What follows belongs to an exercise in optimizing a design on an open flow for small area, a short achievable clock period and few clock cycles; a production flow would make more cautious choices.
In this exercise RTL edits were held to simulation tests only and were not proved equivalent to the original.

==> flow/design.v (excerpt) <==
module cnn_layer_top
(
    input  wire logic          clk,
    input  wire logic          rst_n,
    input  wire logic          i_sample_valid,
    input  wire cnn_pkg::sample_t       i_sample,
    input  wire logic          i_sample_last,
    output logic               o_sample_credit,
    input  wire logic          i_load_weights,
    input  wire cnn_pkg::weights_flat_t i_weights,
    input  wire logic          i_load_biases,
    input  wire cnn_pkg::biases_flat_t  i_biases,
    output logic               o_feat_valid,
    output cnn_pkg::feature_vec_t       o_feat,
    output logic               o_feat_last,
    input  wire logic          i_feat_credit
);
    localparam int SMP_W = 8;
    logic              smp_rd_valid;
    logic [SMP_W:0]    smp_rd_data;
    logic              smp_pop;
    cnn_pkg::weights_flat_t     weights;
    logic              w_valid;
    cnn_pkg::biases_flat_t      biases;
    logic              y_valid;
    logic              y_odd;
    logic              y_last;
    cnn_pkg::feature_vec_t      y;
    credit_fifo #(
        .WIDTH(SMP_W + 1)
    ) u_sample_fifo (
        .clk        (clk),
        .rst_n      (rst_n),
        .i_wr_valid (i_sample_valid),
        .i_wr_data  ({i_sample_last, i_sample}),
        .i_rd_pop   (smp_pop),
        .o_rd_valid (smp_rd_valid),
        .o_rd_data  (smp_rd_data),
        .o_credit   (o_sample_credit)
    );
    kernel_store u_kernel_store (
        .clk            (clk),
        .rst_n          (rst_n),
        .i_load_weights (i_load_weights),
        .i_weights      (i_weights),
        .i_load_biases  (i_load_biases),
        .i_biases       (i_biases),
        .o_weights      (weights),
        .o_w_valid      (w_valid),
        .o_biases       (biases)
    );
    conv1d_relu u_conv (
        .clk           (clk),
  ...
==> flow/config.mk <==
export PLATFORM = sky130hd
export DESIGN_NAME = cnn_layer_top
export DESIGN_NICKNAME = cnn_layer_top
export VERILOG_FILES = /design/flow/design.v
export SDC_FILE = /design/flow/constraint.sdc
export NUM_CORES = 4
export LEC_CHECK = 0
export ABC_AREA = 1
export CAP_MARGIN = 20
export CORE_MARGIN = 2
export CORE_UTILIZATION = 55
export CTS_CLUSTER_DIAMETER = 100
export CTS_CLUSTER_SIZE = 22
export SLEW_MARGIN = 20
export SYNTH_HIERARCHICAL = 1
export SYNTH_MINIMUM_KEEP_SIZE = 0
==> flow/constraint.sdc <==
create_clock -name core_clock -period 11.0 [get_ports {clk}]
set_input_delay 2.2000 -clock core_clock [delete_from_list [all_inputs] [get_ports {clk}]]
set_output_delay 2.2000 -clock core_clock [all_outputs]
set_load 0.01 [all_outputs]
standard.sh (not shown) runs the stock make flow with config.mk's settings and CLKGATE_MAP_FILE= SYNTH_SCRIPT=/design/flow/synth_recipe.tcl, a recipe that flattens the netlist after the stock synthesis.
==> flow/flow/run.sh <==
#!/bin/bash
set -euo pipefail
export BUFFER_PORTS_ARGS="-buffer_cell sky130_fd_sc_hd__buf_2"
export SETUP_SLACK_MARGIN=7.5
bash standard.sh > standard.log 2>&1
The baseline finished with timing, DRC and antenna clean.
Testbench counts at the start, summed over its fixed seeds: cycles 7,977.
Change:
Settings changed: ABC_AREA 1 to default, CTS_CLUSTER_DIAMETER 100 to 110, CTS_CLUSTER_SIZE 22 to 26.
Result: Routed wire length went down by 5.7%. Maximum frequency rises by 0.84%. Core utilization came out lower by 0.18 points. Final cell count shrinks by 12%. Design area fell by 2.3%. Die area drops by 2.3%. Setup slack gains 0.029 ns. Global-route usage went down by 0.68 points.
Change:
==> flow/flow/run.sh (replaced) <==
#!/bin/bash
set -euo pipefail
export BUFFER_PORTS_ARGS="-buffer_cell sky130_fd_sc_hd__buf_2"
export SETUP_SLACK_MARGIN=7.6
bash standard.sh > standard.log 2>&1
Settings changed: CORE_UTILIZATION 55 to 65, CTS_CLUSTER_DIAMETER 110 to 100, CTS_CLUSTER_SIZE 26 to 22.
Critical path depth came out lower by 4.
Final area came out higher slightly.
Global-route usage came out higher by 5.2 points.
Cell count came out lower by a few percent.
Change:
==> flow/flow/run.sh (replaced) <==
#!/bin/bash
set -euo pipefail
export BUFFER_PORTS_ARGS="-buffer_cell sky130_fd_sc_hd__buf_2"
export SETUP_SLACK_MARGIN=7.5
bash standard.sh > standard.log 2>&1
Settings changed: CORE_UTILIZATION 65 to 55.
Effect: Wire length came out lower by about 1.7%. Hold slack barely changes. Critical path depth came out higher by 3. Via count came out lower by 2.4%. Sequential share of layout area came out higher by 0.16 points. Core utilization came out lower by 11 points. Worst setup slack loses 0.029 ns.

separate check: timing with driven ports:
How much do the figures lean on ideal ports? The routed layouts below were timed once more, with nothing changed but the port constraints. Step 1: set_driving_cell puts a clkbuf_16 on clk and a buf_2 on each other input, an assumption about the parent block. Step 2 moves the port delays by t, midway between the first and last clock arrival at a register: inputs arrive t later, outputs are due t later. That takes back most of the time a late clock gives input paths. a / b / c = no drivers / after step 1 / after step 2; a / b = the first two.
| run | shift t [ns] | setup slack, ns | cell pins on the clock port's net |
|---|---|---|---|
| the first run | 0.807 | 7.474 / 7.386 / 6.860 | 1 |
| the second run | 0.780 | 7.504 / 7.501 / 6.907 | 1 |
| the third run | 0.797 | 7.564 / 7.500 / 6.939 | 1 |
| the fourth run | 0.782 | 7.536 / 7.482 / 6.921 | 1 |
After both steps every run listed still meets setup and hold. For the third run, which loses most, drivers alone change the setup slack by -0.064 ns; drivers and shift together by -0.625 ns.
